Context: an optimization exercise on an open-source flow, tuned for small area. The choices shown serve that exercise and are no tape-out recipe.
The RTL was checked by simulation tests, not by an equivalence proof against the original design.
Power is estimated from default activity; no workload was simulated.

==> flow/constraint.sdc <==
create_clock -name core_clock -period 4.0 [get_ports {clk}]
set_input_delay 0.8000 -clock core_clock [delete_from_list [all_inputs] [get_ports {clk}]]
set_output_delay 0.8000 -clock core_clock [all_outputs]
set_load 0.01 [all_outputs]
==> flow/design.v <==
localparam int xlen       = 32;
localparam int reg_addr_w = 5;
localparam logic [6:0] op_lui    = 7'b0110111;
localparam logic [6:0] op_auipc  = 7'b0010111;
localparam logic [6:0] op_jal    = 7'b1101111;
localparam logic [6:0] op_jalr   = 7'b1100111;
localparam logic [6:0] op_branch = 7'b1100011;
localparam logic [6:0] op_load   = 7'b0000011;
localparam logic [6:0] op_store  = 7'b0100011;
localparam logic [6:0] op_imm    = 7'b0010011;
localparam logic [6:0] op_reg    = 7'b0110011;
localparam logic [6:0] op_system = 7'b1110011;
localparam logic [2:0] f3_csrrw  = 3'b001;
localparam logic [2:0] f3_csrrwi = 3'b101;
localparam logic [2:0] imm_i = 3'd0;
localparam logic [2:0] imm_s = 3'd1;
localparam logic [2:0] imm_b = 3'd2;
localparam logic [2:0] imm_u = 3'd3;
localparam logic [2:0] imm_j = 3'd4;
localparam logic [3:0] alu_add  = 4'd0;
localparam logic [3:0] alu_sub  = 4'd1;
localparam logic [3:0] alu_sll  = 4'd2;
localparam logic [3:0] alu_slt  = 4'd3;
localparam logic [3:0] alu_sltu = 4'd4;
localparam logic [3:0] alu_xor  = 4'd5;
localparam logic [3:0] alu_srl  = 4'd6;
localparam logic [3:0] alu_sra  = 4'd7;
localparam logic [3:0] alu_or   = 4'd8;
localparam logic [3:0] alu_and  = 4'd9;
localparam logic [3:0] alu_lui  = 4'd10;   
localparam logic [11:0] csr_mstatus      = 12'h300;
localparam logic [11:0] csr_mscratch     = 12'h340;
localparam logic [11:0] csr_result_bytes = 12'h801;
localparam logic [11:0] csr_cycle        = 12'hC00;
localparam logic csr_src_reg = 1'b0;
localparam logic csr_src_imm = 1'b1;
localparam logic [1:0] res_alu = 2'd0;
localparam logic [1:0] res_mem = 2'd1;
localparam logic [1:0] res_pc4 = 2'd2;
localparam logic [1:0] res_csr = 2'd3;
localparam int ctrl_w = 14;
`timescale 1ns/10ps
module control_unit (
    input  logic [31:0] instr,
    output logic [13:0] ctrl,
    output logic [2:0]  imm_src,
    output logic        csr_write,
    output logic        csr_src
);
localparam int xlen       = 32;
localparam int reg_addr_w = 5;
localparam logic [6:0] op_lui    = 7'b0110111;
localparam logic [6:0] op_auipc  = 7'b0010111;
localparam logic [6:0] op_jal    = 7'b1101111;
localparam logic [6:0] op_jalr   = 7'b1100111;
localparam logic [6:0] op_branch = 7'b1100011;
localparam logic [6:0] op_load   = 7'b0000011;
localparam logic [6:0] op_store  = 7'b0100011;
localparam logic [6:0] op_imm    = 7'b0010011;
localparam logic [6:0] op_reg    = 7'b0110011;
localparam logic [6:0] op_system = 7'b1110011;
localparam logic [2:0] f3_csrrw  = 3'b001;
localparam logic [2:0] f3_csrrwi = 3'b101;
localparam logic [2:0] imm_i = 3'd0;
localparam logic [2:0] imm_s = 3'd1;
localparam logic [2:0] imm_b = 3'd2;
localparam logic [2:0] imm_u = 3'd3;
localparam logic [2:0] imm_j = 3'd4;
localparam logic [3:0] alu_add  = 4'd0;
localparam logic [3:0] alu_sub  = 4'd1;
localparam logic [3:0] alu_sll  = 4'd2;
localparam logic [3:0] alu_slt  = 4'd3;
localparam logic [3:0] alu_sltu = 4'd4;
localparam logic [3:0] alu_xor  = 4'd5;
localparam logic [3:0] alu_srl  = 4'd6;
localparam logic [3:0] alu_sra  = 4'd7;
localparam logic [3:0] alu_or   = 4'd8;
localparam logic [3:0] alu_and  = 4'd9;
localparam logic [3:0] alu_lui  = 4'd10;   
localparam logic [11:0] csr_mstatus      = 12'h300;
localparam logic [11:0] csr_mscratch     = 12'h340;
localparam logic [11:0] csr_result_bytes = 12'h801;
localparam logic [11:0] csr_cycle        = 12'hC00;
localparam logic csr_src_reg = 1'b0;
localparam logic csr_src_imm = 1'b1;
localparam logic [1:0] res_alu = 2'd0;
localparam logic [1:0] res_mem = 2'd1;
localparam logic [1:0] res_pc4 = 2'd2;
localparam logic [1:0] res_csr = 2'd3;
localparam int ctrl_w = 14;
    logic [6:0] opcode;
    logic [2:0] funct3;
    logic       funct7_5;
    logic       valid;
    logic       reg_write;
    logic       mem_write;
    logic       mem_read;
    logic       branch;
    logic       jump;
    logic       alu_src;
    logic [3:0] alu_op;
    logic [1:0] result_src;
    logic       csr_op;
    assign opcode   = instr[6:0];
    assign funct3   = instr[14:12];
    assign funct7_5 = instr[30];
    function automatic logic [3:0] alu_from_funct(input logic [2:0] f3,
                                                  input logic       f7_5,
                                                  input logic       is_reg);
        logic [3:0] op;
        case (f3)
            3'b000: begin
                if (is_reg && f7_5) op = alu_sub;
                else                op = alu_add;
            end
            3'b001: op = alu_sll;
            3'b010: op = alu_slt;
            3'b011: op = alu_sltu;
            3'b100: op = alu_xor;
            3'b101: begin
                if (f7_5) op = alu_sra;
                else      op = alu_srl;
            end
            3'b110: op = alu_or;
            default: op = alu_and;
        endcase
        alu_from_funct = op;
    endfunction
    always_comb begin
        valid      = 1'b0;
        reg_write  = 1'b0;
        mem_write  = 1'b0;
        mem_read   = 1'b0;
        branch     = 1'b0;
        jump       = 1'b0;
        alu_src    = 1'b0;
        alu_op     = alu_add;
        result_src = res_alu;
        csr_op     = 1'b0;
        imm_src    = imm_i;
        csr_write  = 1'b0;
        csr_src    = csr_src_reg;
        case (opcode)
            op_lui: begin
                valid     = 1'b1;
                reg_write = 1'b1;
                alu_src   = 1'b1;
                alu_op    = alu_lui;
                imm_src   = imm_u;
            end
            op_auipc: begin
                valid     = 1'b1;
                reg_write = 1'b1;
                alu_src   = 1'b1;
                imm_src   = imm_u;
            end
            op_jal: begin
                valid      = 1'b1;
                reg_write  = 1'b1;
                jump       = 1'b1;
                result_src = res_pc4;
                imm_src    = imm_j;
            end
            op_jalr: begin
                valid      = 1'b1;
                reg_write  = 1'b1;
                jump       = 1'b1;
                alu_src    = 1'b1;
                result_src = res_pc4;
            end
            op_branch: begin
                valid   = 1'b1;
                branch  = 1'b1;
                alu_op  = alu_sub;
                imm_src = imm_b;
            end
            op_load: begin
                valid      = 1'b1;
                reg_write  = 1'b1;
                mem_read   = 1'b1;
                alu_src    = 1'b1;
                result_src = res_mem;
            end
            op_store: begin
                valid     = 1'b1;
                mem_write = 1'b1;
                alu_src   = 1'b1;
                imm_src   = imm_s;
            end
            op_imm: begin
                valid     = 1'b1;
                reg_write = 1'b1;
                alu_src   = 1'b1;
                alu_op    = alu_from_funct(funct3, funct7_5, 1'b0);
            end
            op_reg: begin
                valid     = 1'b1;
                reg_write = 1'b1;
                alu_op    = alu_from_funct(funct3, funct7_5, 1'b1);
            end
            op_system: begin
                if (funct3 == f3_csrrw || funct3 == f3_csrrwi) begin
                    valid      = 1'b1;
                    reg_write  = 1'b1;
                    result_src = res_csr;
                    csr_op     = 1'b1;
                    csr_write  = 1'b1;
                    if (funct3 == f3_csrrwi) csr_src = csr_src_imm;
                    else                     csr_src = csr_src_reg;
                end
            end
            default: begin
                valid = 1'b0;
            end
        endcase
    end
    assign ctrl = {valid, reg_write, mem_write, mem_read, branch, jump, alu_src,
                   alu_op, result_src, csr_op};
endmodule
`timescale 1ns/10ps
module imm_extend (
    input  logic [31:0] instr,
    input  logic [2:0]  imm_src,
    output logic [31:0] imm_ext
);
localparam int xlen       = 32;
localparam int reg_addr_w = 5;
localparam logic [6:0] op_lui    = 7'b0110111;
localparam logic [6:0] op_auipc  = 7'b0010111;
localparam logic [6:0] op_jal    = 7'b1101111;
localparam logic [6:0] op_jalr   = 7'b1100111;
localparam logic [6:0] op_branch = 7'b1100011;
localparam logic [6:0] op_load   = 7'b0000011;
localparam logic [6:0] op_store  = 7'b0100011;
localparam logic [6:0] op_imm    = 7'b0010011;
localparam logic [6:0] op_reg    = 7'b0110011;
localparam logic [6:0] op_system = 7'b1110011;
localparam logic [2:0] f3_csrrw  = 3'b001;
localparam logic [2:0] f3_csrrwi = 3'b101;
localparam logic [2:0] imm_i = 3'd0;
localparam logic [2:0] imm_s = 3'd1;
localparam logic [2:0] imm_b = 3'd2;
localparam logic [2:0] imm_u = 3'd3;
localparam logic [2:0] imm_j = 3'd4;
localparam logic [3:0] alu_add  = 4'd0;
localparam logic [3:0] alu_sub  = 4'd1;
localparam logic [3:0] alu_sll  = 4'd2;
localparam logic [3:0] alu_slt  = 4'd3;
localparam logic [3:0] alu_sltu = 4'd4;
localparam logic [3:0] alu_xor  = 4'd5;
localparam logic [3:0] alu_srl  = 4'd6;
localparam logic [3:0] alu_sra  = 4'd7;
localparam logic [3:0] alu_or   = 4'd8;
localparam logic [3:0] alu_and  = 4'd9;
localparam logic [3:0] alu_lui  = 4'd10;   
localparam logic [11:0] csr_mstatus      = 12'h300;
localparam logic [11:0] csr_mscratch     = 12'h340;
localparam logic [11:0] csr_result_bytes = 12'h801;
localparam logic [11:0] csr_cycle        = 12'hC00;
localparam logic csr_src_reg = 1'b0;
localparam logic csr_src_imm = 1'b1;
localparam logic [1:0] res_alu = 2'd0;
localparam logic [1:0] res_mem = 2'd1;
localparam logic [1:0] res_pc4 = 2'd2;
localparam logic [1:0] res_csr = 2'd3;
localparam int ctrl_w = 14;
    always_comb begin
        case (imm_src)
            imm_i: imm_ext = {{20{instr[31]}}, instr[31:20]};
            imm_s: imm_ext = {{20{instr[31]}}, instr[31:25], instr[11:7]};
            imm_b: imm_ext = {{19{instr[31]}}, instr[31], instr[7], instr[30:25],
                              instr[11:8], 1'b0};
            imm_u: imm_ext = {instr[31:12], 12'b0};
            imm_j: imm_ext = {{11{instr[31]}}, instr[31], instr[19:12], instr[20],
                              instr[30:21], 1'b0};
            default: imm_ext = '0;
        endcase
    end
endmodule
`timescale 1ns/10ps
module regfile (
    input  logic        clk,
    input  logic [4:0]  a1,
    input  logic [4:0]  a2,
    input  logic [4:0]  wb_rd,
    input  logic [31:0] wb_result,
    input  logic        wb_reg_write,
    output logic [31:0] rd1,
    output logic [31:0] rd2
);
    logic [31:0] regs [0:31];
    function automatic logic [31:0] read_port(input logic [4:0]  a,
                                              input logic [4:0]  w_rd,
                                              input logic [31:0] w_result,
                                              input logic        w_en,
                                              input logic [31:0] r_value);
        logic [31:0] value;
        if (a == 5'd0)                value = 32'd0;
        else if (w_en && w_rd == a)   value = w_result;
        else                          value = r_value;
        read_port = value;
    endfunction
    always_ff @(posedge clk) begin
        if (wb_reg_write && wb_rd != 5'd0) begin
            regs[wb_rd] <= wb_result;
        end
    end
    always_comb begin
        rd1 = read_port(a1, wb_rd, wb_result, wb_reg_write, regs[a1]);
        rd2 = read_port(a2, wb_rd, wb_result, wb_reg_write, regs[a2]);
    end
endmodule
`timescale 1ns/10ps
module csr_file (
    input  logic        clk,
    input  logic        arst_n,
    input  logic        we,
    input  logic [11:0] addr,
    input  logic [31:0] wdata,
    output logic [31:0] rdata,
    output logic [31:0] status,
    output logic [31:0] result_bytes
);
localparam int xlen       = 32;
localparam int reg_addr_w = 5;
localparam logic [6:0] op_lui    = 7'b0110111;
localparam logic [6:0] op_auipc  = 7'b0010111;
localparam logic [6:0] op_jal    = 7'b1101111;
localparam logic [6:0] op_jalr   = 7'b1100111;
localparam logic [6:0] op_branch = 7'b1100011;
localparam logic [6:0] op_load   = 7'b0000011;
localparam logic [6:0] op_store  = 7'b0100011;
localparam logic [6:0] op_imm    = 7'b0010011;
localparam logic [6:0] op_reg    = 7'b0110011;
localparam logic [6:0] op_system = 7'b1110011;
localparam logic [2:0] f3_csrrw  = 3'b001;
localparam logic [2:0] f3_csrrwi = 3'b101;
localparam logic [2:0] imm_i = 3'd0;
localparam logic [2:0] imm_s = 3'd1;
localparam logic [2:0] imm_b = 3'd2;
localparam logic [2:0] imm_u = 3'd3;
localparam logic [2:0] imm_j = 3'd4;
localparam logic [3:0] alu_add  = 4'd0;
localparam logic [3:0] alu_sub  = 4'd1;
localparam logic [3:0] alu_sll  = 4'd2;
localparam logic [3:0] alu_slt  = 4'd3;
localparam logic [3:0] alu_sltu = 4'd4;
localparam logic [3:0] alu_xor  = 4'd5;
localparam logic [3:0] alu_srl  = 4'd6;
localparam logic [3:0] alu_sra  = 4'd7;
localparam logic [3:0] alu_or   = 4'd8;
localparam logic [3:0] alu_and  = 4'd9;
localparam logic [3:0] alu_lui  = 4'd10;   
localparam logic [11:0] csr_mstatus      = 12'h300;
localparam logic [11:0] csr_mscratch     = 12'h340;
localparam logic [11:0] csr_result_bytes = 12'h801;
localparam logic [11:0] csr_cycle        = 12'hC00;
localparam logic csr_src_reg = 1'b0;
localparam logic csr_src_imm = 1'b1;
localparam logic [1:0] res_alu = 2'd0;
localparam logic [1:0] res_mem = 2'd1;
localparam logic [1:0] res_pc4 = 2'd2;
localparam logic [1:0] res_csr = 2'd3;
localparam int ctrl_w = 14;
    logic [xlen-1:0] mstatus_q;
    logic [xlen-1:0] mscratch_q;
    logic [xlen-1:0] result_bytes_q;
    logic [xlen-1:0] cycle_q;
    always_ff @(posedge clk or negedge arst_n) begin
        if (!arst_n) begin
            mstatus_q      <= '0;
            mscratch_q     <= '0;
            result_bytes_q <= '0;
            cycle_q        <= '0;
        end else begin
            cycle_q <= cycle_q + 1'b1;
            if (we) begin
                case (addr)
                    csr_mstatus:      mstatus_q      <= wdata;
                    csr_mscratch:     mscratch_q     <= wdata;
                    csr_result_bytes: result_bytes_q <= wdata;
                    default: ;
                endcase
            end
        end
    end
    always_comb begin
        case (addr)
            csr_mstatus:      rdata = mstatus_q;
            csr_mscratch:     rdata = mscratch_q;
            csr_result_bytes: rdata = result_bytes_q;
            csr_cycle:        rdata = cycle_q;
            default:          rdata = '0;
        endcase
    end
    assign status       = mstatus_q;
    assign result_bytes = result_bytes_q;
endmodule
`timescale 1ns/10ps
module instr_decode (
    input  logic        clk,
    input  logic        arst_n,
    input  logic        fetch_valid,
    input  logic [31:0] fetch_instr,
    input  logic [31:0] fetch_pc,
    input  logic [31:0] fetch_pc_plus4,
    input  logic [4:0]  wb_rd,
    input  logic [31:0] wb_result,
    input  logic        wb_reg_write,
    output logic [13:0] dec_ctrl,
    output logic [31:0] dec_pc,
    output logic [31:0] dec_pc_plus4,
    output logic [4:0]  dec_rs1,
    output logic [4:0]  dec_rs2,
    output logic [4:0]  dec_rd,
    output logic [31:0] dec_rd1,
    output logic [31:0] dec_rd2,
    output logic [31:0] dec_imm_ext,
    output logic [31:0] dec_csr_rdata,
    output logic [31:0] status,
    output logic [31:0] result_bytes
);
localparam int xlen       = 32;
localparam int reg_addr_w = 5;
localparam logic [6:0] op_lui    = 7'b0110111;
localparam logic [6:0] op_auipc  = 7'b0010111;
localparam logic [6:0] op_jal    = 7'b1101111;
localparam logic [6:0] op_jalr   = 7'b1100111;
localparam logic [6:0] op_branch = 7'b1100011;
localparam logic [6:0] op_load   = 7'b0000011;
localparam logic [6:0] op_store  = 7'b0100011;
localparam logic [6:0] op_imm    = 7'b0010011;
localparam logic [6:0] op_reg    = 7'b0110011;
localparam logic [6:0] op_system = 7'b1110011;
localparam logic [2:0] f3_csrrw  = 3'b001;
localparam logic [2:0] f3_csrrwi = 3'b101;
localparam logic [2:0] imm_i = 3'd0;
localparam logic [2:0] imm_s = 3'd1;
localparam logic [2:0] imm_b = 3'd2;
localparam logic [2:0] imm_u = 3'd3;
localparam logic [2:0] imm_j = 3'd4;
localparam logic [3:0] alu_add  = 4'd0;
localparam logic [3:0] alu_sub  = 4'd1;
localparam logic [3:0] alu_sll  = 4'd2;
localparam logic [3:0] alu_slt  = 4'd3;
localparam logic [3:0] alu_sltu = 4'd4;
localparam logic [3:0] alu_xor  = 4'd5;
localparam logic [3:0] alu_srl  = 4'd6;
localparam logic [3:0] alu_sra  = 4'd7;
localparam logic [3:0] alu_or   = 4'd8;
localparam logic [3:0] alu_and  = 4'd9;
localparam logic [3:0] alu_lui  = 4'd10;   
localparam logic [11:0] csr_mstatus      = 12'h300;
localparam logic [11:0] csr_mscratch     = 12'h340;
localparam logic [11:0] csr_result_bytes = 12'h801;
localparam logic [11:0] csr_cycle        = 12'hC00;
localparam logic csr_src_reg = 1'b0;
localparam logic csr_src_imm = 1'b1;
localparam logic [1:0] res_alu = 2'd0;
localparam logic [1:0] res_mem = 2'd1;
localparam logic [1:0] res_pc4 = 2'd2;
localparam logic [1:0] res_csr = 2'd3;
localparam int ctrl_w = 14;
    logic [13:0]     ctrl_d;
    logic [13:0]     ctrl_n;
    logic [2:0]      imm_src;
    logic            csr_write;
    logic            csr_src;
    logic [xlen-1:0] rd1;
    logic [xlen-1:0] rd2;
    logic [xlen-1:0] imm_ext;
    logic [xlen-1:0] csr_wdata;
    logic [xlen-1:0] csr_rdata;
    logic            issue;
    logic            csr_we;
    control_unit u_control_unit (
        .instr     (fetch_instr),
        .ctrl      (ctrl_d),
        .imm_src   (imm_src),
        .csr_write (csr_write),
        .csr_src   (csr_src)
    );
    regfile u_regfile (
        .clk          (clk),
        .a1           (fetch_instr[19:15]),
        .a2           (fetch_instr[24:20]),
        .wb_rd        (wb_rd),
        .wb_result    (wb_result),
        .wb_reg_write (wb_reg_write),
        .rd1          (rd1),
        .rd2          (rd2)
    );
    imm_extend u_imm_extend (
        .instr   (fetch_instr),
        .imm_src (imm_src),
        .imm_ext (imm_ext)
    );
    assign csr_wdata = (csr_src == csr_src_imm)
                     ? {{(xlen - reg_addr_w){1'b0}}, fetch_instr[19:15]}
                     : rd1;
    assign issue  = fetch_valid & ctrl_d[13];
    assign csr_we = issue & csr_write;
    csr_file u_csr_file (
        .clk          (clk),
        .arst_n       (arst_n),
        .we           (csr_we),
        .addr         (imm_ext[11:0]),
        .wdata        (csr_wdata),
        .rdata        (csr_rdata),
        .status       (status),
        .result_bytes (result_bytes)
    );
    always_comb begin
        ctrl_n = '0;
        if (issue) begin
            ctrl_n = ctrl_d;
        end
    end
    always_ff @(posedge clk or negedge arst_n) begin
        if (!arst_n) begin
            dec_ctrl <= '0;
        end else begin
            dec_ctrl <= ctrl_n;
        end
    end
    always_ff @(posedge clk) begin
        dec_pc        <= fetch_pc;
        dec_pc_plus4  <= fetch_pc_plus4;
        dec_rs1       <= fetch_instr[19:15];
        dec_rs2       <= fetch_instr[24:20];
        dec_rd        <= fetch_instr[11:7];
        dec_rd1       <= rd1;
        dec_rd2       <= rd2;
        dec_imm_ext   <= imm_ext;
        dec_csr_rdata <= csr_rdata;
    end
endmodule
`timescale 1ns/10ps
module decode_top (
    input  logic        clk,
    input  logic        arst_n,
    input  logic        fetch_valid,
    input  logic [31:0] fetch_instr,
    input  logic [31:0] fetch_pc,
    input  logic [31:0] fetch_pc_plus4,
    input  logic [4:0]  wb_rd,
    input  logic [31:0] wb_result,
    input  logic        wb_reg_write,
    output logic        dec_valid,
    output logic        dec_reg_write,
    output logic        dec_mem_write,
    output logic        dec_mem_read,
    output logic        dec_branch,
    output logic        dec_jump,
    output logic        dec_alu_src,
    output logic [3:0]  dec_alu_op,
    output logic [1:0]  dec_result_src,
    output logic        dec_csr_op,
    output logic [31:0] dec_pc,
    output logic [31:0] dec_pc_plus4,
    output logic [4:0]  dec_rs1,
    output logic [4:0]  dec_rs2,
    output logic [4:0]  dec_rd,
    output logic [31:0] dec_rd1,
    output logic [31:0] dec_rd2,
    output logic [31:0] dec_imm_ext,
    output logic [31:0] dec_csr_rdata,
    output logic [31:0] status,
    output logic [31:0] result_bytes
);
    logic [13:0] dec_ctrl;
    instr_decode u_instr_decode (
        .clk            (clk),
        .arst_n         (arst_n),
        .fetch_valid    (fetch_valid),
        .fetch_instr    (fetch_instr),
        .fetch_pc       (fetch_pc),
        .fetch_pc_plus4 (fetch_pc_plus4),
        .wb_rd          (wb_rd),
        .wb_result      (wb_result),
        .wb_reg_write   (wb_reg_write),
        .dec_ctrl       (dec_ctrl),
        .dec_pc         (dec_pc),
        .dec_pc_plus4   (dec_pc_plus4),
        .dec_rs1        (dec_rs1),
        .dec_rs2        (dec_rs2),
        .dec_rd         (dec_rd),
        .dec_rd1        (dec_rd1),
        .dec_rd2        (dec_rd2),
        .dec_imm_ext    (dec_imm_ext),
        .dec_csr_rdata  (dec_csr_rdata),
        .status         (status),
        .result_bytes   (result_bytes)
    );
    assign {dec_valid, dec_reg_write, dec_mem_write, dec_mem_read, dec_branch, dec_jump,
            dec_alu_src, dec_alu_op, dec_result_src, dec_csr_op} = dec_ctrl;
endmodule
==> flow/run.sh <==
#!/bin/bash
# synth_recipe.tcl (not shown) runs the flow's synth.tcl, then flattens the netlist and writes it again
# the make line also repeats each setting of config.mk as NAME=value (left out here)
make -C /OpenROAD-flow-scripts/flow DESIGN_CONFIG=/design/flow/config.mk WORK_HOME=/design/flow/orfs CLKGATE_MAP_FILE= SYNTH_SCRIPT=/design/flow/synth_recipe.tcl finish
==> flow/config.mk <==
export PLATFORM = sky130hd
export DESIGN_NAME = decode_top
export DESIGN_NICKNAME = decode_top
export VERILOG_FILES = /design/flow/design.v
export SDC_FILE = /design/flow/constraint.sdc
export NUM_CORES = 4
export LEC_CHECK = 0
export CAP_MARGIN = 20
export CORE_MARGIN = 2
export CORE_UTILIZATION = 40
export SLEW_MARGIN = 20
==> results of run 1 <==
[critical path: stages]
cell and delay, ns:
clkdlybuf4s50_1 0.56, xor2_1 0.23, nor4_1 0.60, and2_2 0.48, buf_4 0.36, a211oi_1 0.10, nor3_1 0.69, mux2_2 0.28
[power by group through the flow]
stage	Clock, W	Sequential (W)	Combinational (W)
after global routing	0.0144	0.0158	0.00322
after CTS	0.0139	0.0158	0.00308
final	0.0136	0.0158	0.00307
after global placement	0	0.0161	0.00306
after floorplan	0	0.0161	0.00140
after detailed placement	0	0.0161	0.00306
[registers in the layout (all words and copies together), names as in the netlist]
name / count
u_instr_decode.u_regfile.regs: 1024
u_instr_decode.dec_pc_plus4: 32
u_instr_decode.u_csr_file.result_bytes_q: 32
u_instr_decode.dec_pc: 32
u_instr_decode.dec_rs2: 5
u_instr_decode.dec_rd: 5
u_instr_decode.dec_ctrl: 14
u_instr_decode.dec_rd2: 32
u_instr_decode.dec_rs1: 5
u_instr_decode.dec_imm_ext: 32
u_instr_decode.u_csr_file.mscratch_q: 32
u_instr_decode.dec_csr_rdata: 32
u_instr_decode.u_csr_file.mstatus_q: 32
u_instr_decode.u_csr_file.cycle_q: 32
u_instr_decode.dec_rd1: 32
[per-layer routing]
metal | GRT usage [%] | vias up | routed length (um) | part of all wire, %
li1 | - | 14700 | - | -
met5 | 0 | - | 54 | 0.028
met4 | 7.50 | 8 | 5140 | 2.7
met1 | 33.8 | 19000 | 75500 | 40
met3 | 6.03 | 306 | 18700 | 9.8
met2 | 40.0 | 1984 | 91000 | 48
[cell usage after synthesis, types with 26 or more instances]
master	n	area share (%)
edfxtp_1	1024	52
mux4_2	533	20
dfxtp_1	207	7.0
dfrtp_1	142	6.0
o22ai_1	135	1.4
clkbuf_1	126	0.80
nand2_1	100	0.63
nor2_1	75	0.48
mux2i_1	71	1.2
buf_2	69	0.58
mux2_2	67	1.3
inv_1	61	0.39
nand3_1	61	0.52
mux2_4	50	1.3
a21oi_1	39	0.33
a22oi_1	36	0.46
nor4_1	32	0.34
o221ai_1	32	0.47
xnor2_1	31	0.46
a22o_1	28	0.41
nor2b_1	27	0.29
buf_1	26	0.16
o21ai_0	26	0.22
[cell families (layout without fill, tap and decap cells)]
kind of cell / after synthesis / after routing / share of synthesized area, %
buffers and inverters: 306 / 1024 / 2.29
adders and majority gates: 1 / 1 / 0.0211
and+or+nand+nor: 392 / 392 / 3.48
DFF: 1373 / 1373 / 64.9
xor gates and xnor gates: 39 / 39 / 0.577
muxes: 725 / 725 / 24.1
other: 1 / 34 / 0.00633
AOI/OAI and AO/OA: 394 / 394 / 4.62
[path summary, 6_finish.rpt]
path	start	endpoint	slack (ns)	depth (start not counted)
min reg2reg	u_instr_decode.u_csr_file.cycle_q[31]$_DFF_PN0_	u_instr_decode.u_csr_file.cycle_q[31]$_DFF_PN0_	0.48	1
max reg2reg	u_instr_decode.u_regfile.regs[9][3]$_DFFE_PP_	u_instr_decode.u_csr_file.result_bytes_q[3]$_DFFE_PN0P_	0.82	6
min in group core_clock	fetch_instr[22]	u_instr_decode.dec_rs2[2]$_DFF_P_	0.32	1
max in group asynchronous	arst_n	u_instr_decode.dec_ctrl[7]$_DFF_PN0_	3.02	2
min	arst_n	u_instr_decode.u_csr_file.cycle_q[19]$_DFF_PN0_	0.13	1
max	fetch_instr[18]	u_instr_decode.u_csr_file.result_bytes_q[7]$_DFFE_PN0P_	0.59	8
[cell type report]
cell class	instances	share of cell area, %
sequential	1373	52.9
clock inverter	57	0.668
multi-input combinational	1583	27.3
timing repair buffer	676	9.49
antenna	2	0.00689
clock buffer	228	6.04
tap	1930	3.32
inverter	63	0.325
[metrics by stage]
stage                     std cells  cell area [um^2]
after detailed placement       5625             67800
after global placement         5624             67800
after CTS                      5910             72700
after floorplan                3262             59300
final                          5912             72700
after global routing           5911             72700
==> impl_metrics.ini, run 1 <==
[setup_path]
crit_fanout = 16
cp.arrival_ns = 4.12
worstSetupEndpointType = register
worstPathRequired_ns = 4.71
criticalPathCategory = primary input to register
worstSetupStartpointType = primary input

[global_route]
globalRouteOverflowTotal = 0
grt_pass1_vias = 35900
grt_max_degree = 98
grt_first_pass_wirelength_um = 268000
grt_antenna_before_repair = 13
grt.total_usage_pct = 24.9

[routing]
via_count = 36000
drtIter0Drc = 3787
viasPerCell = 6.09
wire_per_inst_um = 32.2
drc = 0
antenna_left = 0
wl_um = 190000
first_pass_iters = 5

[power_and_ir_drop]
p_switching_w = 0.00761
sw_frac_of_total_pct = 23.5
clock_power_share_pct = 41.9
seqPwrFrac_pct = 48.6
p_per_area_nw_per_um2 = 446
peakVddDrop_mv = 0.325
p_int_w = 0.0248
combPwrFrac_pct = 9.5
fin_total_pwr_w = 0.0324
power_leakage_nw = 24.9

[sta]
final-hold-violation-count = 0
fin_crit_sh_pct = 85.2
tns_ns = 0
finClkSkew_ns = 0.0377
tightest_slew_ns = 1.08
post-route-min-period_ns = 3.41
worst_slack_ns = 0.593
fmax_mhz = 294
slew_headroom_pct = 27.4
fin_hold_ws_ns = 0.129
setup_viol = 0
rsz0062_at_grt = no
slew_viol_final = 0

[floorplanning]
die_area_um2 = 151000
start_util_pct = 40.2
pin_count = 422
rows = 141
coreArea_um2 = 147000
die_w_um = 389
die-height_um = 389

[clock_tree]
path_clk_slew_ns = 0.06
hold_buffers = 0
cts_made_buffers = 152
clk_path_buf_depth = 3
tritoncts = yes
htree_levels = 4
post_cts_buffers = 0
cts-resized-gates = 0
root_buffer = clkbuf_16
cts.sinks = 1373
clk_latency_ns = 0.79

[synth]
synth-seq-cells = 1373
synthArstFlopShare_pct = 10.3
syn_area_per_cell_um2 = 18.3
syn_area_um2 = 59200
netlist_instances = 3231
dominantRegCellSynth = edfxtp_1
synth_edf_count = 1024
ys_warn_count = 5
yosysSeqAreaShare_pct = 64.9
synth.distinct_cells = 76

[layout]
syn_to_final_growth_pct = 22.7
drive_above_1_share_pct = 30.1
n_fill_cell = 12100
final_common_cell = edfxtp_1
nNetsFinal = 3987
utilization_pct = 49.3
regArea_um2 = 38400
multi_input_area_um2 = 19800
final_cell_mix = edfxtp_1, mux4_2, clkdlybuf4s50_1

[place]
io_buffers = 421
dp_hpwl_um = 121000
pre_cts_slack_ns = -0.103
place_congestion = 0.857

[status]
status = timing/DRC/antenna clean

[min_path]
hp-class = primary input to asynchronous set/reset pin

[flow_run]
maxCapViolCount = 0
==> run 2: changes to the inputs <==
--- a/flow/design.v
+++ b/flow/design.v
@@ -288,36 +288,136 @@
     output logic [31:0] rd1,
     output logic [31:0] rd2
 );
-    logic [31:0] regs [0:31];
-    function automatic logic [31:0] read_port(input logic [4:0]  a,
-                                              input logic [4:0]  w_rd,
-                                              input logic [31:0] w_result,
-                                              input logic        w_en,
-                                              input logic [31:0] r_value);
-        logic [31:0] value;
-        if (a == 5'd0)                value = 32'd0;
-        else if (w_en && w_rd == a)   value = w_result;
-        else                          value = r_value;
-        read_port = value;
-    endfunction
-    always_ff @(posedge clk) begin
-        if (wb_reg_write && wb_rd != 5'd0) begin
-            regs[wb_rd] <= wb_result;
+    logic [31:1] we;
+    logic [31:1] hold;
+    logic [31:1] sel1;
+    logic [31:1] sel2;
+    logic        fwd1;
+    logic        fwd2;
+    rf_wdec u_wdec (
+        .en   (wb_reg_write),
+        .a    (wb_rd),
+        .we   (we),
+        .hold (hold)
+    );
+    rf_rdec u_rdec1 (
+        .a     (a1),
+        .wb_en (wb_reg_write),
+        .wb_rd (wb_rd),
+        .sel   (sel1),
+        .fwd   (fwd1)
+    );
+    rf_rdec u_rdec2 (
+        .a     (a2),
+        .wb_en (wb_reg_write),
+        .wb_rd (wb_rd),
+        .sel   (sel2),
+        .fwd   (fwd2)
+    );
+    rf_core u_core (
+        .clk       (clk),
+        .we        (we),
+        .hold      (hold),
+        .wb_result (wb_result),
+        .sel1      (sel1),
+        .fwd1      (fwd1),
+        .sel2      (sel2),
+        .fwd2      (fwd2),
+        .rd1       (rd1),
+        .rd2       (rd2)
+    );
+endmodule
+module rf_wdec (
+    input  logic        en,
+    input  logic [4:0]  a,
+    output logic [31:1] we,
+    output logic [31:1] hold
+);
+    always_comb begin
+        for (int i = 1; i < 32; i++) begin
+            we[i]   = en && a == 5'(i);
+            hold[i] = !(en && a == 5'(i));
         end
     end
+endmodule
+module rf_rdec (
+    input  logic [4:0]  a,
+    input  logic        wb_en,
+    input  logic [4:0]  wb_rd,
+    output logic [31:1] sel,
+    output logic        fwd
+);
     always_comb begin
-        rd1 = read_port(a1, wb_rd, wb_result, wb_reg_write, regs[a1]);
-        rd2 = read_port(a2, wb_rd, wb_result, wb_reg_write, regs[a2]);
+        fwd = wb_en && wb_rd == a && a != 5'd0;
+        for (int i = 1; i < 32; i++) sel[i] = !fwd && a == 5'(i);
     end
 endmodule
+module rf_core (
+    input  logic        clk,
+    input  logic [31:1] we,
+    input  logic [31:1] hold,
+    input  logic [31:0] wb_result,
+    input  logic [31:1] sel1,
+    input  logic        fwd1,
+    input  logic [31:1] sel2,
+    input  logic        fwd2,
+    output logic [31:0] rd1,
+    output logic [31:0] rd2
+);
+    logic [31:0] regs [1:31];
+    always_ff @(posedge clk) begin
+        for (int i = 1; i < 32; i++) begin
+            regs[i] <= (regs[i] & {32{hold[i]}}) | (wb_result & {32{we[i]}});
+        end
+    end
+    for (genvar b = 0; b < 32; b++) begin : g_bit
+        logic [31:1] col;
+        for (genvar i = 1; i < 32; i++) begin : g_col
+            assign col[i] = regs[i][b];
+        end
+        rf_read_bit u_rd1 (.q(col), .sel(sel1), .w(wb_result[b]), .fwd(fwd1), .rd(rd1[b]));
+        rf_read_bit u_rd2 (.q(col), .sel(sel2), .w(wb_result[b]), .fwd(fwd2), .rd(rd2[b]));
+    end
+endmodule
+module rf_read_bit (
+    input  logic [31:1] q,
+    input  logic [31:1] sel,
+    input  logic        w,
+    input  logic        fwd,
+    output logic        rd
+);
+    logic [10:0] n;
+    for (genvar k = 0; k < 10; k++) begin : g_grp
+        rf_aoi222 u_aoi (
+            .a0 (q[3*k+1]), .b0 (sel[3*k+1]),
+            .a1 (q[3*k+2]), .b1 (sel[3*k+2]),
+            .a2 (q[3*k+3]), .b2 (sel[3*k+3]),
+            .y  (n[k])
+        );
+    end
+    assign n[10] = ~((q[31] & sel[31]) | (w & fwd));
+    assign rd = ~(&n);
+endmodule
+module rf_aoi222 (
+    input  logic a0,
+    input  logic b0,
+    input  logic a1,
+    input  logic b1,
+    input  logic a2,
+    input  logic b2,
+    output logic y
+);
+    assign y = ~((a0 & b0) | (a1 & b1) | (a2 & b2));
+endmodule
 `timescale 1ns/10ps
 module csr_file (
     input  logic        clk,
     input  logic        arst_n,
-    input  logic        we,
-    input  logic [11:0] addr,
-    input  logic [31:0] wdata,
-    output logic [31:0] rdata,
+    input  logic [11:0] raddr,       
+    output logic [31:0] rdata,       
+    input  logic        pend,        
+    input  logic [11:0] waddr,       
+    input  logic [31:0] wdata,       
     output logic [31:0] status,
     output logic [31:0] result_bytes
 );
@@ -366,6 +466,12 @@
     logic [xlen-1:0] mscratch_q;
     logic [xlen-1:0] result_bytes_q;
     logic [xlen-1:0] cycle_q;
+    logic [xlen-1:0] mstatus_e;
+    logic [xlen-1:0] mscratch_e;
+    logic [xlen-1:0] result_bytes_e;
+    assign mstatus_e      = (pend && waddr == csr_mstatus)      ? wdata : mstatus_q;
+    assign mscratch_e     = (pend && waddr == csr_mscratch)     ? wdata : mscratch_q;
+    assign result_bytes_e = (pend && waddr == csr_result_bytes) ? wdata : result_bytes_q;
     always_ff @(posedge clk or negedge arst_n) begin
         if (!arst_n) begin
             mstatus_q      <= '0;
@@ -373,28 +479,23 @@
             result_bytes_q <= '0;
             cycle_q        <= '0;
         end else begin
-            cycle_q <= cycle_q + 1'b1;
-            if (we) begin
-                case (addr)
-                    csr_mstatus:      mstatus_q      <= wdata;
-                    csr_mscratch:     mscratch_q     <= wdata;
-                    csr_result_bytes: result_bytes_q <= wdata;
-                    default: ;
-                endcase
-            end
+            cycle_q        <= cycle_q + 1'b1;
+            mstatus_q      <= mstatus_e;
+            mscratch_q     <= mscratch_e;
+            result_bytes_q <= result_bytes_e;
         end
     end
     always_comb begin
-        case (addr)
-            csr_mstatus:      rdata = mstatus_q;
-            csr_mscratch:     rdata = mscratch_q;
-            csr_result_bytes: rdata = result_bytes_q;
+        case (raddr)
+            csr_mstatus:      rdata = mstatus_e;
+            csr_mscratch:     rdata = mscratch_e;
+            csr_result_bytes: rdata = result_bytes_e;
             csr_cycle:        rdata = cycle_q;
             default:          rdata = '0;
         endcase
     end
-    assign status       = mstatus_q;
-    assign result_bytes = result_bytes_q;
+    assign status       = mstatus_e;
+    assign result_bytes = result_bytes_e;
 endmodule
 `timescale 1ns/10ps
 module instr_decode (
@@ -472,7 +573,7 @@
     logic [xlen-1:0] csr_wdata;
     logic [xlen-1:0] csr_rdata;
     logic            issue;
-    logic            csr_we;
+    logic            csri_q;
     control_unit u_control_unit (
         .instr     (fetch_instr),
         .ctrl      (ctrl_d),
@@ -495,18 +596,16 @@
         .imm_src (imm_src),
         .imm_ext (imm_ext)
     );
-    assign csr_wdata = (csr_src == csr_src_imm)
-                     ? {{(xlen - reg_addr_w){1'b0}}, fetch_instr[19:15]}
-                     : rd1;
-    assign issue  = fetch_valid & ctrl_d[13];
-    assign csr_we = issue & csr_write;
+    assign issue = fetch_valid & ctrl_d[13];
+    assign csr_wdata = csri_q ? {{(xlen - reg_addr_w){1'b0}}, dec_rs1} : dec_rd1;
     csr_file u_csr_file (
         .clk          (clk),
         .arst_n       (arst_n),
-        .we           (csr_we),
-        .addr         (imm_ext[11:0]),
-        .wdata        (csr_wdata),
+        .raddr        (imm_ext[11:0]),
         .rdata        (csr_rdata),
+        .pend         (dec_ctrl[0]),
+        .waddr        (dec_imm_ext[11:0]),
+        .wdata        (csr_wdata),
         .status       (status),
         .result_bytes (result_bytes)
     );
@@ -533,6 +632,7 @@
         dec_rd2       <= rd2;
         dec_imm_ext   <= imm_ext;
         dec_csr_rdata <= csr_rdata;
+        csri_q        <= fetch_instr[14];
     end
 endmodule
 `timescale 1ns/10ps
==> flow/flow/run.sh (new file) <==
#!/bin/bash
# The standard layout, with the smallest buffer on the ports, and the buffers
# that synthesis inserted removed at floorplan (placement repairs drive again).
export BUFFER_PORTS_ARGS="-buffer_cell sky130_fd_sc_hd__buf_1"
export REMOVE_ABC_BUFFERS=1
bash standard.sh > standard.log 2>&1
==> flow/standard.sh (new file) <==
#!/bin/bash
# synth_recipe.tcl (not shown) runs the flow's synth.tcl, then flattens the netlist and writes it again
# the make line also repeats each setting of config.mk as NAME=value (left out here)
make -C /OpenROAD-flow-scripts/flow DESIGN_CONFIG=/design/flow/config.mk WORK_HOME=/design/flow/orfs CLKGATE_MAP_FILE= SYNTH_SCRIPT=/design/flow/synth_recipe.tcl "${@:-finish}"
--- a/flow/config.mk
+++ b/flow/config.mk
@@ -7,5 +7,10 @@
 export LEC_CHECK = 0
 export CAP_MARGIN = 20
 export CORE_MARGIN = 2
-export CORE_UTILIZATION = 40
+export CORE_UTILIZATION = 45
+export CTS_BUF_LIST = sky130_fd_sc_hd__clkbuf_8
+export CTS_CLUSTER_DIAMETER = 45
+export CTS_CLUSTER_SIZE = 14
+export GPL_TIMING_DRIVEN = 0
 export SLEW_MARGIN = 20
+export SYNTH_HIERARCHICAL = 1
removed: flow/run.sh
==> run 2 against run 1 <==
  * Now fails the layout checks on setup timing
  * Non-clock buffer count increased by 47
  * Register-to-register slack better by 0.55 ns
  * Sequential power increased by 9%
  * Power about the same
  * Largest cell class unchanged
  * Largest power group unchanged
==> impl_metrics.ini, run 2 <==
[status]
status = finished with violations
violations = setup timing

[clock_tree]
htree_levels = 4
path_clk_slew_ns = 0.08
tritoncts = yes
cts_made_buffers = 150
cts.sinks = 1342
clk_path_buf_depth = 3
root_buffer = clkbuf_8
clk_latency_ns = 0.91

[power_and_ir_drop]
seqPwrFrac_pct = 53.5
peakVddDrop_mv = 0.363
p_per_area_nw_per_um2 = 509
combPwrFrac_pct = 12.6
p_switching_w = 0.00935
clock_power_share_pct = 34.0
sw_frac_of_total_pct = 28.8
power_leakage_nw = 25.8
p_int_w = 0.0231

[setup_path]
r2r_slack_ns = 1.37
r2r-start = u_instr_decode.dec_imm_ext[5]$_DFF_P_
critPathMaxStageDelay_ns = 0.69
rr_endpoint = u_instr_decode.dec_csr_rdata[10]$_DFF_P_
critPathTopFamily = buffers and inverters
worstPathCellList = clkbuf_4 -> xor2_1 -> nor4_4 -> buf_4 -> buf_4 -> buf_4 -> buf_6 -> buf_8 -> a211oi_4 -> buf_8 -> buf_6 -> buf_6 -> a222oi_1 -> nand4_1 -> or4_4
worstSetupEndpointType = register
path_buf_inv = 9
critPathSlowestCell = or4_4
r2r_cells = 5
cp.arrival_ns = 4.76
worstPathRequired_ns = 4.71
crit_fanout = 18
worstSetupStartpointType = primary input
criticalPathCategory = primary input to register

[floorplanning]
rows = 126
die_w_um = 349
die_area_um2 = 122000
coreArea_um2 = 118000
start_util_pct = 45.4
die-height_um = 349
pin_count = 422

[layout]
final_cell_mix = dfxtp_1, a22o_1, a222oi_1
drive_above_1_share_pct = 18.4
largest_reg_flops = 992
n_fill_cell = 9988
syn_to_final_growth_pct = 18.8
nNetsFinal = 5045
final_common_cell = dfxtp_1
top_register = u_instr_decode.u_regfile.u_core.regs

[global_route]
grt_pass1_vias = 45700
grt_first_pass_wirelength_um = 321000
grt_antenna_before_repair = 16
grt.total_usage_pct = 35.4
grt_max_degree = 34
globalRouteOverflowTotal = 0

[routing]
via_count = 48400
viasPerCell = 7.36
drtIter0Drc = 11000
antenna_left = 0
wire_per_inst_um = 34.5
drc = 0
first_pass_iters = 14
wl_um = 226000

[min_path]
min-delay-start = fetch_pc[1]
hp-class = primary input to register
holdPathEnd = u_instr_decode.dec_pc[1]$_DFF_P_
whs_path_depth = 1

[synth]
syn_area_um2 = 53600
syn_area_per_cell_um2 = 12.2
netlist_instances = 4400
ys_warn_count = 14

[sta]
rsz0062_at_grt = no
fin_crit_sh_pct = 101
slew_headroom_pct = 24.4
worst_slack_ns = -0.0555
slew_viol_final = 0
post-route-min-period_ns = 4.06
fmax_mhz = 247
final-hold-violation-count = 0
tightest_slew_ns = 1.13
setup_viol = 3
finClkSkew_ns = 0.0484
fin_hold_ws_ns = 0.0706

[place]
io_buffers = 421
place_congestion = 0.929
pre_cts_slack_ns = -1.46
dp_hpwl_um = 154000

[flow_run]
maxCapViolCount = 0
-- run 2: power by group through the flow --
stage	clock, W	sequential, W	combinational (W)
global placement	0	0.0174	0.00353
CTS	0.0111	0.0172	0.00394
global route	0.0117	0.0175	0.00427
detailed placement	0	0.0175	0.00387
floorplan	0	0.0171	0.00218
finish	0.0110	0.0173	0.00407
-- run 2: layout make-up --
type                       count  area, um^2  share of cell area, %
antenna                        6        15.0                 0.0236
clock buffer                 163        2240                   3.52
clock inverter               111        1350                   2.11
inverter                      14        52.6                 0.0825
multi-input combinational   2676       23900                   37.5
sequential                  1342       27600                   43.3
tap                         1536        1920                   3.02
timing repair buffer         723        6650                   10.4
-- run 2: worst max path at each step --
stage          slack [ns]  cells after the start                                       end           start
6_report            -0.06                     15        u_instr_decode.dec_rd1[27]$_DFF_P_        wb_rd[2]
5_1_grt              0.01                     15        u_instr_decode.dec_rd1[19]$_DFF_P_        wb_rd[2]
4_1_cts              0.02                     15        u_instr_decode.dec_rd1[27]$_DFF_P_        wb_rd[2]
3_5_place_dp        -1.46                     15  u_instr_decode.dec_csr_rdata[25]$_DFF_P_  fetch_instr[6]
3_3_place_gp        -5.12                      6         u_instr_decode.dec_rd1[7]$_DFF_P_        wb_rd[4]
2_1_floorplan       -0.53                     11   u_instr_decode.dec_csr_rdata[2]$_DFF_P_  fetch_instr[4]
-- run 2: repair_timing --
item                                   in CTS  in global routing
endpoints found under the hold margin      79                  0
hold buffers                               63                  0
gates resized for setup                    38                 15
buffers inserted                            0                  2
setup endpoints to repair                  87                 32
pin swaps                                   2                  4
-- run 2: stage by stage --
stage / utilization, % / instance area (um^2) / total power [W] / TNS (ns) / std cells
after floorplan: - / 50400 / 0.0193 / -14.73 / 4032
after global placement: 45.7 / 53900 / 0.0209 / -2098.76 / 5989
after detailed placement: 50.3 / 59400 / 0.0214 / -104.97 / 6225
after CTS: 53.9 / 63700 / 0.0323 / 0 / 6562
after global routing: 53.9 / 63700 / 0.0335 / 0 / 6567
final: 54.0 / 63700 / 0.0324 / -0.135 / 6571
-- run 2: routing by layer --
layer / share of wire (%) / GRT usage (%)
met5: 0.025 / 0.200
met4: 6.1 / 21.1
met3: 14 / 12.4
met2: 41 / 49.9
met1: 38 / 46.5
==> run 3: changes to the inputs <==
==> flow/flow/run.sh (replaced) <==
#!/bin/bash
# The standard layout, with the smallest buffer on the ports.
export BUFFER_PORTS_ARGS="-buffer_cell sky130_fd_sc_hd__buf_1"
bash standard.sh > standard.log 2>&1
==> run 3 against run 2 <==
  * Still fails the layout checks on setup timing
  * Highest routed layer unchanged
  * Setup slack improved by 0.047 ns
  * Register-to-register slack better by 0.39 ns
  * Count of clock-buffer cells in the layout grew 12
  * First-iteration DRC count fell by 16%
  * Final area is 0.53% higher
  * Routed wire length down 1.0%
  * Sequential share of layout area down 0.23 points
  * Power up 0.19%
  * Via count is 0.88% lower
  * Maximum frequency rose by 1.2%
  * Flip-flop and latch count unchanged
==> impl_metrics.ini, run 3 <==
[status]
status = finished with violations
violations = setup timing

[power_and_ir_drop]
power_leakage_nw = 26.3
p_per_area_nw_per_um2 = 507
peakVddDrop_mv = 0.389

[layout]
largest_reg_flops = 992
syn_to_final_growth_pct = 19.5
final_common_cell = dfxtp_1
final_cell_area_um2 = 64000
final_cell_mix = dfxtp_1, a22o_1, a222oi_1
top_register = u_instr_decode.u_regfile.u_core.regs
drive_above_1_share_pct = 19.7
nNetsFinal = 5299

[sta]
finClkSkew_ns = 0.0480
post-route-min-period_ns = 4.01
slew_headroom_pct = 36.9
fin_hold_ws_ns = 0.120
rsz0062_at_grt = no
setup_viol = 1
fin_crit_sh_pct = 100
worst_slack_ns = -0.00840
fmax_mhz = 249
final-hold-violation-count = 0
slew_viol_final = 0
tightest_slew_ns = 0.943

[global_route]
grt_max_degree = 31
grt_antenna_before_repair = 11
grt_first_pass_wirelength_um = 315000
globalRouteOverflowTotal = 0
grt_pass1_vias = 44700
grt.total_usage_pct = 35.1

[floorplanning]
die-height_um = 349
die_w_um = 349
start_util_pct = 45.4
die_area_um2 = 122000
rows = 126
pin_count = 422
coreArea_um2 = 118000

[synth]
ys_warn_count = 14
netlist_instances = 4400
syn_area_um2 = 53600
syn_area_per_cell_um2 = 12.2

[place]
io_buffers = 418
placedInstanceArea_um2 = 59700
place_congestion = 0.982
dp_hpwl_um = 161000
pre_cts_slack_ns = -1.56

[clock_tree]
clk_path_buf_depth = 3
post_cts_buffers = 0
clk_latency_ns = 0.94
cts_made_buffers = 155
tritoncts = yes
htree_levels = 4
root_buffer = clkbuf_8
path_clk_slew_ns = 0.08
cts.sinks = 1342

[setup_path]
worstSetupEndpointType = register
criticalPathCategory = primary input to register
critPathSlowestCell = or4_4
cp.arrival_ns = 4.79
worstSetupStartpointType = primary input
worstPathRequired_ns = 4.79
r2r_cells = 7
path_common_cell = buf_6
critPathMaxStageDelay_ns = 0.65
crit_fanout = 16
worstPathCellList = clkdlybuf4s15_2 -> and2_1 -> clkbuf_2 -> a211oi_4 -> buf_6 -> buf_6 -> a222oi_1 -> nand4_1 -> or4_4

[routing]
wire_per_inst_um = 32.8
via_count = 48000
viasPerCell = 7.02
antenna_left = 0
drtIter0Drc = 9243
wl_um = 224000
drc = 0
first_pass_iters = 13

[flow_run]
maxCapViolCount = 0

[min_path]
whs_path_depth = 1
hp-class = primary input to register
==> run 3: changes by cell type in the layout (fill, tap and decap cells not counted), moves of 19 or more <==
cell and delta:
buf_1 +39, buf_12 -19, buf_16 -58, buf_2 +77, buf_6 +195, buf_8 -19
clkbuf_1 +22, nand2_1 +31, nand2_2 -31, nor2_1 +33, nor2_4 -33
==> run 3: path summary, 6_finish.rpt <==
path                                                                 startpoint  slack, ns                                                      to
min in group asynchronous                                                arst_n       0.23  u_instr_decode.u_csr_file.result_bytes_q[13]$_DFF_PN0_
max                                                                    wb_rd[4]     -0.008                       u_instr_decode.dec_rd1[0]$_DFF_P_
min reg2reg                u_instr_decode.u_regfile.u_core.regs[19][20]$_DFF_P_       0.50    u_instr_decode.u_regfile.u_core.regs[19][20]$_DFF_P_
max reg2reg                               u_instr_decode.dec_imm_ext[1]$_DFF_P_       1.76                 u_instr_decode.dec_csr_rdata[2]$_DFF_P_
max in group asynchronous                                                arst_n       2.99         u_instr_decode.u_csr_file.cycle_q[10]$_DFF_PN0_
min                                                              fetch_instr[8]       0.12                        u_instr_decode.dec_rd[1]$_DFF_P_
==> run 3: repair_timing <==
action | in CTS | in global routing
resized for setup | 9 | 2
endpoints found under the setup margin | 55 | 18
pin swaps | 0 | 0
endpoints found under the hold margin | 119 | 0
hold buffers | 67 | 0
==> run 3: final cells by class <==
type,count,area [um^2]
tap,1536,1920
inverter,14,52.6
multi-input combinational,2676,23500
antenna,5,12.5
buffer,366,3190
timing repair buffer,606,4120
clock buffer,175,2410
clock inverter,112,1230
sequential,1342,27600
fill,10300,54000
==> run 3: metrics by stage <==
stage | TNS, ns | utilization (%) | std cells | power, W
after floorplan | 0 | - | 4400 | 0.0195
after global placement | -922.97 | 48.4 | 6354 | 0.0211
after detailed placement | -83.02 | 50.6 | 6475 | 0.0214
after CTS | 0 | 54.2 | 6829 | 0.0324
after global routing | 0 | 54.2 | 6831 | 0.0336
final | -0.00840 | 54.2 | 6832 | 0.0325
==> run 3: power by group <==
group / total [W] / switching [W] / internal (W)
clock network: 0.0111 / 0.00567 / 0.00540
logic: 0.00407 / 0.00207 / 0.00200
registers: 0.0173 / 0.00177 / 0.0156
total: 0.0325 / 0.00951 / 0.0230
==> run 3: worst max-delay path: cells and delay by family <==
family,cells,cell delay (ns)
AOI/OAI and AO/OA,2,0.67
buffers and inverters,4,1.53
and+or+nand+nor,3,1.76
==> run 3: layer usage <==
metal | global-route usage, % | wire length (um) | vias up
li1 | - | - | 20200
met1 | 44.5 | 84700 | 23600
met2 | 52.7 | 97400 | 3439
met3 | 6.71 | 22400 | 673
met4 | 27.4 | 19600 | 8
met5 | 0 | 69 | -
==> run 4: changes to the inputs <==
--- a/flow/design.v
+++ b/flow/design.v
@@ -349,7 +349,7 @@
 );
     always_comb begin
         fwd = wb_en && wb_rd == a && a != 5'd0;
-        for (int i = 1; i < 32; i++) sel[i] = !fwd && a == 5'(i);
+        for (int i = 1; i < 32; i++) sel[i] = (a == 5'(i));
     end
 endmodule
 module rf_core (
@@ -395,8 +395,8 @@
             .y  (n[k])
         );
     end
-    assign n[10] = ~((q[31] & sel[31]) | (w & fwd));
-    assign rd = ~(&n);
+    assign n[10] = ~(q[31] & sel[31]);
+    assign rd = fwd ? w : ~(&n);
 endmodule
 module rf_aoi222 (
     input  logic a0,
==> flow/flow/run.sh (replaced) <==
#!/bin/bash
# The standard layout, with the smallest buffer on the ports, and the buffers
# that synthesis inserted removed at floorplan (placement repairs drive again).
export BUFFER_PORTS_ARGS="-buffer_cell sky130_fd_sc_hd__buf_1"
export REMOVE_ABC_BUFFERS=1
bash standard.sh > standard.log 2>&1
--- a/flow/config.mk
+++ b/flow/config.mk
@@ -12,5 +12,6 @@
 export CTS_CLUSTER_DIAMETER = 45
 export CTS_CLUSTER_SIZE = 14
 export GPL_TIMING_DRIVEN = 0
+export SETUP_SLACK_MARGIN = 0.1
 export SLEW_MARGIN = 20
 export SYNTH_HIERARCHICAL = 1
==> run 4 against run 3 <==
  * The run now finishes clean
  * Non-clock buffer count is 240 lower
  * Via count is 1.1% higher
  * Critical path depth stayed put
==> impl_metrics.ini, run 4 <==
[status]
status = timing/DRC/antenna clean

[layout]
syn_to_final_growth_pct = 19.8
nNetsFinal = 5105
final_common_cell = dfxtp_1
drive_above_1_share_pct = 18.5
top_register = u_instr_decode.u_regfile.u_core.regs
n_fill_cell = 9940
final_cell_mix = dfxtp_1, a22o_1, a222oi_1
largest_reg_flops = 992

[setup_path]
worstPathCellList = or4b_4 -> nor4_4 -> buf_6 -> buf_12 -> buf_12 -> buf_4 -> mux2i_2 -> inv_1 -> buf_2
worstPathRequired_ns = 3.20
criticalPathCategory = register to output port
critPathMaxStageDelay_ns = 0.59
critPathTopFamily = simple AND/OR/NAND/NOR gates
crit_fanout = 5
worstSetupEndpointType = output port
path_buf_inv = 6
critPathSlowestCell = or4b_4
cp.arrival_ns = 3.18
worstSetupStartpointType = register
path_common_cell = buf_12

[routing]
wire_per_inst_um = 35.0
drc = 0
drtIter0Drc = 11300
wl_um = 232000
antenna_left = 0
via_count = 48500
viasPerCell = 7.31
first_pass_iters = 13

[power_and_ir_drop]
p_switching_w = 0.00957
seqPwrFrac_pct = 53.9
p_int_w = 0.0226
clock_power_share_pct = 33.5
p_per_area_nw_per_um2 = 503
sw_frac_of_total_pct = 29.8
peakVddDrop_mv = 0.405
combPwrFrac_pct = 12.6
power_leakage_nw = 25.9

[clock_tree]
clk_path_buf_depth = 3
clk_latency_ns = 0.90
root_buffer = clkbuf_8
path_clk_slew_ns = 0.09
tritoncts = yes
cts_made_buffers = 155
htree_levels = 4
cts.sinks = 1342

[sta]
slew_viol_final = 0
worst_slack_ns = 0.0162
slew_headroom_pct = 19.3
fmax_mhz = 251
fin_hold_ws_ns = 0.0793
setup_viol = 0
post-route-min-period_ns = 3.98
finClkSkew_ns = 0.0510
final-hold-violation-count = 0
rsz0062_at_grt = yes
tightest_slew_ns = 1.18
fin_crit_sh_pct = 99.6

[global_route]
grt_first_pass_wirelength_um = 326000
globalRouteOverflowTotal = 0
grt.total_usage_pct = 36.4
grt_max_degree = 34
grt_antenna_before_repair = 12
grt_pass1_vias = 46200

[place]
io_buffers = 421
dp_hpwl_um = 153000
place_congestion = 0.929
pre_cts_slack_ns = -1.61

[min_path]
hp-class = primary input to register

[synth]
syn_area_per_cell_um2 = 12.0
netlist_instances = 4438
ys_warn_count = 14
syn_area_um2 = 53400

[floorplanning]
start_util_pct = 45.3
die_w_um = 348
rows = 126
die_area_um2 = 121000
coreArea_um2 = 118000
pin_count = 422
die-height_um = 348

[flow_run]
maxCapViolCount = 0
[run 4: worst paths after layout]
check                                                                     start                                                endpoint  slack (ns)  cells past startpoint
worst max-delay path                      u_instr_decode.dec_imm_ext[4]$_DFF_P_                                        result_bytes[24]        0.02                      9
worst min-delay path                                                fetch_pc[1]                        u_instr_decode.dec_pc[1]$_DFF_P_        0.08                      1
worst max register to register            u_instr_decode.dec_imm_ext[4]$_DFF_P_  u_instr_decode.u_csr_file.result_bytes_q[27]$_DFF_PN0_        0.26                     21
worst min register to register  u_instr_decode.u_csr_file.cycle_q[31]$_DFF_PN0_         u_instr_decode.u_csr_file.cycle_q[31]$_DFF_PN0_        0.49                      1
max in group asynchronous                                                arst_n         u_instr_decode.u_csr_file.cycle_q[20]$_DFF_PN0_        2.81                      4
min in group asynchronous                                                arst_n   u_instr_decode.u_csr_file.result_bytes_q[4]$_DFF_PN0_        0.44                      2
[run 4: cell type report]
cell class              count  area (um^2)  share of cell area (%)
flip-flops and latches   1342        27600                    43.1
well taps                1536         1920                    3.01
repair buffers            732         6920                    10.8
clock inverters           107         1100                    1.73
inverters                 144          541                   0.845
diodes                      6         15.0                  0.0235
clock buffers             177         2440                    3.81
multi-input cells        2592        23400                    36.6
[run 4: metrics by stage]
stage / TNS, ns / power, W / util (%) / instance area (um^2) / cells
6_report: 0 / 0.0322 / 54.2 / 64000 / 6636
5_1_grt: -0.737 / 0.0332 / 54.2 / 63900 / 6633
3_3_place_gp: -2180.58 / 0.0209 / 45.6 / 53800 / 6035
2_1_floorplan: -94.96 / 0.0194 / - / 50300 / 4078
3_5_place_dp: -56.65 / 0.0213 / 49.6 / 58500 / 6200
4_1_cts: -0.00191 / 0.0320 / 53.7 / 63400 / 6604
[run 4: power groups by stage]
stage / clock [W] / sequential (W) / combinational [W]
final: 0.0108 / 0.0173 / 0.00405
after global placement: 0 / 0.0174 / 0.00352
after global routing: 0.0114 / 0.0175 / 0.00426
after floorplan: 0 / 0.0172 / 0.00221
after CTS: 0.0109 / 0.0172 / 0.00390
after detailed placement: 0 / 0.0175 / 0.00383
[run 4: repair_timing]
item | in CTS | in global routing
endpoints found under the setup margin | 82 | 72
hold buffers | 64 | 0
pin swaps | 4 | 4
buffers inserted | 56 | 28
gates resized for setup | 74 | 95
endpoints found under the hold margin | 77 | 0
[run 4: routing by layer]
metal,vias to the layer above,wire [um],GRT usage (%),share of wire [%]
met4,8,15200,22.2,6.6
met2,4168,97200,52.4,42
li1,19700,-,-,-
met1,23600,85700,45.7,37
met3,974,33900,14.0,15
met5,-,161,0,0.069
==> run 5: changes to the inputs <==
--- a/flow/config.mk
+++ b/flow/config.mk
@@ -8,9 +8,6 @@
 export CAP_MARGIN = 20
 export CORE_MARGIN = 2
 export CORE_UTILIZATION = 45
-export CTS_BUF_LIST = sky130_fd_sc_hd__clkbuf_8
-export CTS_CLUSTER_DIAMETER = 45
-export CTS_CLUSTER_SIZE = 14
 export GPL_TIMING_DRIVEN = 0
 export SETUP_SLACK_MARGIN = 0.1
 export SLEW_MARGIN = 20
==> run 5 against run 4 <==
  * Still clean on timing, DRC and antenna
  * Global-route usage decreased by 0.49 points
  * Flip-flop and latch count unchanged
  * First-iteration DRC count decreased by 2.6%
  * Register-to-register slack improved by 1.0 ns
  * Via count decreased by 1.4%
  * Sequential power about the same
  * Count of clock-buffer cells in the layout increased by 27
  * Clock power increased by about 30%
  * Routed wire length decreased by 1.5%
==> impl_metrics.ini, run 5 <==
[status]
status = timing/DRC/antenna clean

[global_route]
grt.total_usage_pct = 35.9
grt_max_degree = 34
grt_antenna_before_repair = 12
globalRouteOverflowTotal = 0
grt_pass1_vias = 45500
use_met1_pct = 45.5
met2_usage_pct = 51.8
grt_first_pass_wirelength_um = 322000
busiest_layer = met2
use_met3_pct = 13.2

[routing]
wl_um = 229000
antenna_left = 0
first_pass_iters = 14
drc = 0
viasPerCell = 7.35
drtIter0Drc = 11000
wire_per_inst_um = 35.2
via_count = 47800

[clock_tree]
htree_levels = 4
clk_latency_ns = 0.78
cts.sinks = 1342
tritoncts = yes
root_buffer = clkbuf_16
cts_made_buffers = 144
clk_path_buf_depth = 3
path_clk_slew_ns = 0.06
hold_buffers = 0

[synth]
syn_area_per_cell_um2 = 12.0
netlist_instances = 4438
syn_area_um2 = 53400
ys_warn_count = 14

[floorplanning]
pin_count = 422
coreArea_um2 = 118000
die_w_um = 348
rows = 126
start_util_pct = 45.3
die_area_um2 = 121000
die-height_um = 348

[setup_path]
worstSetupStartpointType = primary input
criticalPathCategory = primary input to register
cp.arrival_ns = 4.49
worstPathRequired_ns = 4.63
worstSetupEndpointType = register
crit_fanout = 18

[sta]
fmax_mhz = 259
rsz0062_at_grt = yes
finClkSkew_ns = 0.0296
tightest_slew_ns = 1.13
slew_viol_final = 0
fin_crit_sh_pct = 96.5
post-route-min-period_ns = 3.86
worst_slack_ns = 0.139
setup_viol = 0
final-hold-violation-count = 0
slew_headroom_pct = 22.4

[layout]
multi_input_area_um2 = 23200
final_cell_mix = dfxtp_1, a22o_1, a222oi_1
final_common_cell = dfxtp_1
largest_reg_flops = 992
drive_above_1_share_pct = 16.1
syn_to_final_growth_pct = 19.9
regArea_um2 = 27600
n_fill_cell = 9886
nNetsFinal = 4987
top_register = u_instr_decode.u_regfile.u_core.regs
final_cell_area_um2 = 64000

[min_path]
hp-class = primary input to asynchronous set/reset pin

[place]
dp_hpwl_um = 153000
place_congestion = 0.929
io_buffers = 421
placedInstanceArea_um2 = 58500
pre_cts_slack_ns = -1.61

[flow_run]
maxCapViolCount = 0

[power_and_ir_drop]
peakVddDrop_mv = 0.427
p_per_area_nw_per_um2 = 551
power_leakage_nw = 25.9
==> run 5: metal layers <==
metal / share of wire, % / vias to the layer above
met5: 0.087 / -
met4: 6.4 / 16
met3: 14 / 880
met2: 42 / 4020
met1: 37 / 23400
li1: - / 19500
==> run 5: cell type report <==
| class | instances | share of cell area [%] |
|---|---|---|
| inverters | 144 | 0.844 |
| repair buffers | 625 | 9.08 |
| diodes | 4 | 0.0156 |
| flip-flops and latches | 1342 | 43.1 |
| well taps | 1536 | 3.00 |
| clock inverters | 59 | 1.20 |
| multi-input cells | 2592 | 36.3 |
| clock buffers | 204 | 6.49 |
==> run 5: worst paths after layout <==
kind                                                                 start                                                 to  slack (ns)  depth (start not counted)
max in group asynchronous                                           arst_n  u_instr_decode.u_csr_file.mstatus_q[25]$_DFF_PN0_        3.21                          3
min in group core_clock                                       fetch_pc[31]                  u_instr_decode.dec_pc[31]$_DFF_P_        0.12                          1
hold reg to reg            u_instr_decode.u_csr_file.cycle_q[31]$_DFF_PN0_    u_instr_decode.u_csr_file.cycle_q[31]$_DFF_PN0_        0.49                          1
setup / recovery                                           fetch_instr[24]                 u_instr_decode.dec_rd2[16]$_DFF_P_        0.14                          7
hold / removal                                                      arst_n  u_instr_decode.u_csr_file.mstatus_q[21]$_DFF_PN0_        0.03                          1
setup reg to reg                     u_instr_decode.dec_imm_ext[7]$_DFF_P_           u_instr_decode.dec_csr_rdata[16]$_DFF_P_        1.28                         13
==> run 5: what timing repair did <==
action	4_1_cts	5_1_grt
resized for setup	29	45
endpoints found under the setup margin	70	62
pin swaps	5	4
hold endpoints to repair	0	0
setup buffers	15	24
==> run 5: worst max-delay path: stages <==
cell and delay, ns:
buf_1 0.42, nand2b_1 0.81, nor2_4 0.34, a222oi_1 0.43
nand4_1 0.84, a2111oi_2 0.65, mux2i_1 0.13
==> run 5: stage by stage <==
stage | hold slack (ns) | utilization (%) | cells | power (W) | setup TNS, ns
2_1_floorplan | 0.442 | - | 4078 | 0.0194 | -94.96
3_3_place_gp | 0.469 | 45.6 | 6035 | 0.0209 | -2180.58
3_5_place_dp | 0.476 | 49.6 | 6200 | 0.0213 | -56.65
4_1_cts | 0.000972 | 54.0 | 6478 | 0.0352 | 0
5_1_grt | 0.0336 | 54.3 | 6504 | 0.0364 | 0
6_report | 0.0317 | 54.3 | 6506 | 0.0353 | 0
==> run 5: where the power goes <==
| part | switching [W] | total, W | internal (W) |
|---|---|---|---|
| sequential | 0.00175 | 0.0174 | 0.0156 |
| combinational | 0.00207 | 0.00396 | 0.00189 |
| clock | 0.00571 | 0.0140 | 0.00826 |

[afterwards: timing with drivers on the ports]
In the flow no input, the clock included, has a driving cell. The finished layouts below were timed again as built, in two steps. Step 1 sets driving cells, clkbuf_16 on the clock port and buf_2 on the other inputs (assumed; they add their load-dependent delay and slew). Step 2 moves the port delays by t, midway between the first and last clock arrival at a register: inputs arrive t later, outputs are due t later. That takes back most of the time a late clock gives input paths. Slacks: ideal / step 1 / step 2; pairs: ideal / step 1.
| run | t (ns) | setup WS [ns] | worst hold slack (ns) | worst setup path at the end | slew at the worst register clock pin (ns) |
|---|---|---|---|---|---|
| run 1 | 0.849 | 0.593 / 0.632 / -0.217 | 0.129 / 0.097 / 0.476 | input to register | 0.06 / 0.06 |
| run 2 | 0.957 | -0.056 / -0.051 / -1.007 | 0.071 / 0.023 / 0.494 | input to register | 0.10 / 0.10 |
| run 3 | 0.989 | -0.008 / -0.012 / -1.001 | 0.120 / 0.070 / 0.503 | input to register | 0.09 / 0.09 |
| run 4 | 0.947 | 0.016 / -0.053 / -0.799 | 0.079 / 0.032 / 0.495 | input to register | 0.10 / 0.10 |
| run 5 | 0.838 | 0.139 / 0.095 / -0.662 | 0.032 / -0.018 / 0.486 | input to register | 0.07 / 0.07 |
With both steps, setup timing fails in run 1, run 4 and run 5, where it was met with ideal ports. The setup slack of run 3, which loses most, moves by -0.004 ns with the drivers and by -0.993 ns with both steps.
